Background: an optimization exercise with open tools, aiming at small area, a short achievable clock period and few clock cycles per item. Do not read the settings as production practice.
The RTL was checked by simulation tests, not by an equivalence proof against the original design.

==> exp/tundra <==
==> flow/design.v (excerpt) <==
module des_core
(
	input  logic        clk,
	input  logic        rst,
	input  logic        i_start,
	input  logic        i_mode,
	input  logic [63:0] i_key,
	input  logic [63:0] i_block,
	output logic        o_valid,
	output logic [63:0] o_block
);
==> module des_core, before the edit <==
module des_core
(
	input  logic        clk,
	input  logic        rst,
	input  logic        i_start,
	input  logic        i_mode,
	input  logic [63:0] i_key,
	input  logic [63:0] i_block,
	output logic        o_valid,
	output logic [63:0] o_block
);
	logic       idle;
	logic       busy;
	logic       vld;
	logic [3:0] cnt;
	logic       mode_q;
	logic       one;
	logic       last;
	assign last = (cnt == 4'd15);
	always_ff @(posedge clk or posedge rst)
	begin
		if (rst)
		begin
			idle <= 1'b1;
			busy <= 1'b0;
			vld  <= 1'b0;
		end
		else
		begin
			idle <= (idle && !i_start) || vld;
			busy <= (idle && i_start) || (busy && !last);
			vld  <= busy && last;
		end
	end
	always_ff @(posedge clk)
	begin
		if (idle)
		begin
			cnt    <= 4'd0;
			mode_q <= i_mode;
			one    <= 1'b1;
		end
		else
		begin
			cnt <= cnt + 4'd1;
			one <= (cnt == 4'd6) || (cnt == 4'd13) || (cnt == 4'd14);
		end
	end
	logic [55:0] pc1_key;
	logic [55:0] cd;
	logic [55:0] cd_next;
	logic [27:0] c;
	logic [27:0] d;
	logic [47:0] subkey;
	always_comb
	begin
		for (int i = 0; i < 56; i++)
			pc1_key[55 - i] = i_key[64 - des_tables_pkg::PC1_TABLE[7 * (55 - i) +: 7]];
	end
	assign c = cd[55:28];
	assign d = cd[27:0];
	logic s_ld_d, s_ld_e, s_l1, s_l2, s_r1, s_r2;
	assign s_ld_d = idle && i_mode;
	assign s_ld_e = idle && !i_mode;
	assign s_l1   = !idle && !mode_q && one;
	assign s_l2   = !idle && !mode_q && !one;
	assign s_r1   = !idle && mode_q && one;
	assign s_r2   = !idle && mode_q && !one;
	assign cd_next =
		({56{s_ld_d}} & pc1_key) |
		({56{s_ld_e}} & {pc1_key[54:28], pc1_key[55], pc1_key[26:0], pc1_key[27]}) |
		({56{s_l1}} & {c[26:0], c[27], d[26:0], d[27]}) |
		({56{s_l2}} & {c[25:0], c[27:26], d[25:0], d[27:26]}) |
		({56{s_r1}} & {c[0], c[27:1], d[0], d[27:1]}) |
		({56{s_r2}} & {c[1:0], c[27:2], d[1:0], d[27:2]});
	always_ff @(posedge clk)
		cd <= cd_next;
	always_comb
	begin
		for (int i = 0; i < 48; i++)
			subkey[47 - i] = cd[56 - des_tables_pkg::PC2_TABLE[7 * (47 - i) +: 7]];
	end
	logic [31:0] l_q;
	logic [31:0] r_q;
	logic [31:0] f_out;
	logic [63:0] ip_block;
	logic [63:0] pre;
	logic [63:0] fp_block;
	always_comb
	begin
		for (int i = 0; i < 64; i++)
			ip_block[63 - i] = i_block[64 - des_tables_pkg::IP_TABLE[7 * (63 - i) +: 7]];
	end
	des_feistel u_feistel (
		.i_right  (r_q),
		.i_subkey (subkey),
		.o_f      (f_out)
	);
	always_ff @(posedge clk)
	begin
		if (idle)
		begin
			l_q <= ip_block[63:32];
			r_q <= ip_block[31:0];
		end
		else
		begin
			l_q <= r_q;
			r_q <= l_q ^ f_out;
		end
	end
	assign pre = {r_q, l_q};
	always_comb
	begin
		for (int i = 0; i < 64; i++)
			fp_block[63 - i] = pre[64 - des_tables_pkg::FP_TABLE[7 * (63 - i) +: 7]];
	end
	assign o_valid = vld;
	assign o_block = vld ? fp_block : 64'd0;
endmodule
export LEC_CHECK = 0
export CAP_MARGIN = 20
export CORE_MARGIN = 2
export CORE_UTILIZATION = 55
export CTS_BUF_LIST = sky130_fd_sc_hd__clkbuf_4 sky130_fd_sc_hd__clkbuf_8
export SETUP_SLACK_MARGIN = 1.5
export SLEW_MARGIN = 20
create_clock -name core_clock -period 4.0 [get_ports {clk}]
standard.sh (not shown) runs the stock make flow with config.mk's settings and CLKGATE_MAP_FILE= SYNTH_SCRIPT=/design/flow/synth_recipe.tcl, a recipe that flattens the netlist after the stock synthesis.
==> flow/flow/run.sh <==
#!/bin/bash
# Own layout flow: the standard ORFS flow with two changes.
#  1. Synthesis: ORFS's synthesis script unchanged, but with an area-oriented ABC
#     script (flow/abc_map.script) and without the half/full-adder extraction.
#     a222oi is not used: its pins are hard to reach for the router.
#  2. Port buffers: buffer_ports uses the smallest buffer (buf_1).
# Every tool's output goes to the ORFS logs under orfs/logs and to flow_*.log here.
set -euo pipefail
WORK=$(pwd)
R=$WORK/orfs/results/$FLOW_PLATFORM/des_core/base

# private copy of the ORFS scripts folder for synthesis, with our ABC script
rm -rf "$WORK/synth_scripts"
cp -r "$FLOW_HOME/scripts" "$WORK/synth_scripts"
cp "$WORK/flow/abc_map.script" "$WORK/synth_scripts/abc_area.script"
sed -i 's/^set lib_dont_use_args ""$/set lib_dont_use_args "-dont_use sky130_fd_sc_hd__a222oi_1"/' \
	"$WORK/synth_scripts/synth_preamble.tcl"
grep -q 'a222oi' "$WORK/synth_scripts/synth_preamble.tcl"

SCRIPTS_DIR="$WORK/synth_scripts" ABC_AREA=1 ADDER_MAP_FILE= \
	bash standard.sh synth > "$WORK/flow_synth.log" 2>&1

BUFFER_PORTS_ARGS="-buffer_cell sky130_fd_sc_hd__buf_1" \
	bash standard.sh > "$WORK/flow_layout.log" 2>&1
==> flow/flow/abc_map.script <==
strash; &get -n; &fraig -x; &put; dc2; strash; &get -n; &dch -f; &nf -R 1000; &put
==> inputs of exp/umber, as changes to exp/tundra <==
--- a/flow/design.v
+++ b/flow/design.v
@@ -135,42 +135,44 @@
 	output logic        o_valid,
 	output logic [63:0] o_block
 );
-	logic       idle;
-	logic       busy;
+	logic       act;
 	logic       vld;
 	logic [3:0] cnt;
 	logic       mode_q;
-	logic       one;
-	logic       last;
-	assign last = (cnt == 4'd15);
+	logic       act_next;
+	logic       vld_next;
+	logic       mode_next;
+	logic       one_next;
+	logic       sel_l1, sel_l2, sel_r1, sel_r2;
+	assign vld_next  = act && !vld && (cnt == 4'd15);
+	assign act_next  = act ? !vld : i_start;
+	assign mode_next = act ? mode_q : i_mode;
+	assign one_next  = !act || (cnt == 4'd6) || (cnt == 4'd13) || (cnt == 4'd14);
 	always_ff @(posedge clk or posedge rst)
 	begin
 		if (rst)
 		begin
-			idle <= 1'b1;
-			busy <= 1'b0;
-			vld  <= 1'b0;
+			act    <= 1'b0;
+			vld    <= 1'b0;
+			sel_l1 <= 1'b0;
+			sel_l2 <= 1'b0;
+			sel_r1 <= 1'b0;
+			sel_r2 <= 1'b0;
 		end
 		else
 		begin
-			idle <= (idle && !i_start) || vld;
-			busy <= (idle && i_start) || (busy && !last);
-			vld  <= busy && last;
+			act    <= act_next;
+			vld    <= vld_next;
+			sel_l1 <= act_next && !mode_next && one_next;
+			sel_l2 <= act_next && !mode_next && !one_next;
+			sel_r1 <= act_next && mode_next && one_next;
+			sel_r2 <= act_next && mode_next && !one_next;
 		end
 	end
 	always_ff @(posedge clk)
 	begin
-		if (idle)
-		begin
-			cnt    <= 4'd0;
-			mode_q <= i_mode;
-			one    <= 1'b1;
-		end
-		else
-		begin
-			cnt <= cnt + 4'd1;
-			one <= (cnt == 4'd6) || (cnt == 4'd13) || (cnt == 4'd14);
-		end
+		mode_q <= mode_next;
+		cnt    <= act ? cnt + 4'd1 : 4'd0;
 	end
 	logic [55:0] pc1_key;
 	logic [55:0] cd;
@@ -185,20 +187,16 @@
 	end
 	assign c = cd[55:28];
 	assign d = cd[27:0];
-	logic s_ld_d, s_ld_e, s_l1, s_l2, s_r1, s_r2;
-	assign s_ld_d = idle && i_mode;
-	assign s_ld_e = idle && !i_mode;
-	assign s_l1   = !idle && !mode_q && one;
-	assign s_l2   = !idle && !mode_q && !one;
-	assign s_r1   = !idle && mode_q && one;
-	assign s_r2   = !idle && mode_q && !one;
+	logic s_ld_d, s_ld_e;
+	assign s_ld_d = !act && i_mode;
+	assign s_ld_e = !act && !i_mode;
 	assign cd_next =
 		({56{s_ld_d}} & pc1_key) |
 		({56{s_ld_e}} & {pc1_key[54:28], pc1_key[55], pc1_key[26:0], pc1_key[27]}) |
-		({56{s_l1}} & {c[26:0], c[27], d[26:0], d[27]}) |
-		({56{s_l2}} & {c[25:0], c[27:26], d[25:0], d[27:26]}) |
-		({56{s_r1}} & {c[0], c[27:1], d[0], d[27:1]}) |
-		({56{s_r2}} & {c[1:0], c[27:2], d[1:0], d[27:2]});
+		({56{sel_l1}} & {c[26:0], c[27], d[26:0], d[27]}) |
+		({56{sel_l2}} & {c[25:0], c[27:26], d[25:0], d[27:26]}) |
+		({56{sel_r1}} & {c[0], c[27:1], d[0], d[27:1]}) |
+		({56{sel_r2}} & {c[1:0], c[27:2], d[1:0], d[27:2]});
 	always_ff @(posedge clk)
 		cd <= cd_next;
 	always_comb
@@ -224,7 +222,7 @@
 	);
 	always_ff @(posedge clk)
 	begin
-		if (idle)
+		if (!act)
 		begin
 			l_q <= ip_block[63:32];
 			r_q <= ip_block[31:0];
--- a/flow/flow/run.sh
+++ b/flow/flow/run.sh
@@ -4,6 +4,7 @@
 #     script (flow/abc_map.script) and without the half/full-adder extraction.
 #     a222oi is not used: its pins are hard to reach for the router.
 #  2. Port buffers: buffer_ports uses the smallest buffer (buf_1).
+#  3. Clock tree: clkbuf_4/clkbuf_8 only, and no dummy loads.
 # Every tool's output goes to the ORFS logs under orfs/logs and to flow_*.log here.
 set -euo pipefail
 WORK=$(pwd)
@@ -21,4 +22,5 @@
 	bash standard.sh synth > "$WORK/flow_synth.log" 2>&1
 
 BUFFER_PORTS_ARGS="-buffer_cell sky130_fd_sc_hd__buf_1" \
+	CTS_ARGS="-sink_clustering_enable -repair_clock_nets -buf_list {sky130_fd_sc_hd__clkbuf_4 sky130_fd_sc_hd__clkbuf_8} -dont_use_dummy_load" \
 	bash standard.sh > "$WORK/flow_layout.log" 2>&1
- CAP_MARGIN: 20 -> 5
- CORE_UTILIZATION: 55 -> 40
- SLEW_MARGIN: 20 -> 5
==> inputs of exp/zinc, as changes to exp/tundra <==
--- a/flow/flow/run.sh
+++ b/flow/flow/run.sh
@@ -4,6 +4,7 @@
 #     script (flow/abc_map.script) and without the half/full-adder extraction.
 #     a222oi is not used: its pins are hard to reach for the router.
 #  2. Port buffers: buffer_ports uses the smallest buffer (buf_1).
+#  3. Clock tree: clkbuf_4/clkbuf_8 only, and no dummy loads.
 # Every tool's output goes to the ORFS logs under orfs/logs and to flow_*.log here.
 set -euo pipefail
 WORK=$(pwd)
@@ -21,4 +22,5 @@
 	bash standard.sh synth > "$WORK/flow_synth.log" 2>&1
 
 BUFFER_PORTS_ARGS="-buffer_cell sky130_fd_sc_hd__buf_1" \
+	CTS_ARGS="-sink_clustering_enable -repair_clock_nets -buf_list {sky130_fd_sc_hd__clkbuf_4 sky130_fd_sc_hd__clkbuf_8} -dont_use_dummy_load" \
 	bash standard.sh > "$WORK/flow_layout.log" 2>&1
- CAP_MARGIN: 20 -> 5
- CORE_UTILIZATION: 55 -> 40
- SLEW_MARGIN: 20 -> 5
==> notes.md <==
- exp/umber finished clean. exp/tundra finished clean. exp/zinc went through all stages and came out clean.
- Design area is about the same in exp/umber and exp/zinc.
- Of exp/umber and exp/tundra, exp/umber has the higher wire length (gap 3.2%, measured against exp/tundra).
- Final cell count, lowest first: exp/tundra, exp/umber, exp/zinc.
- Global-route usage, lowest first: exp/umber, exp/zinc, exp/tundra.
- In count of clock-buffer cells in the layout, exp/umber and exp/tundra do not differ.
- Of exp/zinc and exp/tundra, exp/tundra has the higher via count (gap about 1.6%, measured against exp/tundra).
- Area after synthesis is the same in exp/zinc and exp/tundra.
- Worst hold slack: exp/umber is higher than exp/tundra (29 ps).
Testbench counts of exp/tundra, summed over its fixed seeds: cycles 43,200, items 2,400.
Testbench counts of exp/umber, summed over its fixed seeds: cycles 43,200, items 2,400.
Testbench counts of exp/zinc, summed over its fixed seeds: cycles 43,200, items 2,400.

-- afterwards: timing with drivers on the ports --
The results above use ideal ports. As a check the final layouts listed here were re-extracted and re-timed, cells and wires unchanged. Step 1, drivers: a clkbuf_16 drives clk and a buf_2 each remaining input, both assumed. Step 2, shift: input delay + t, output delay - t, t = (earliest + latest rising clock arrival at the registers) / 2. This alone moves slack from input paths to output paths. a / b / c = ideal ports / drivers / drivers and shift; a / b = the first two.
run | shift t [ns] | setup WS [ns] | worst hold slack (ns) | worst slew at a driven data input, ns
exp/tundra | 0.504 | 1.613 / 1.613 / 1.613 | 0.142 / 0.120 / 0.497 | 0.08
exp/umber | 0.489 | 1.611 / 1.611 / 1.439 | 0.172 / 0.147 / 0.481 | 0.05
exp/zinc | 0.477 | 1.540 / 1.540 / 1.540 | 0.163 / 0.143 / 0.491 | 0.06
After both steps every run listed still meets setup and hold. The setup slack of exp/umber, which loses most, moves by 0.000 ns with the drivers and by -0.172 ns with both steps.
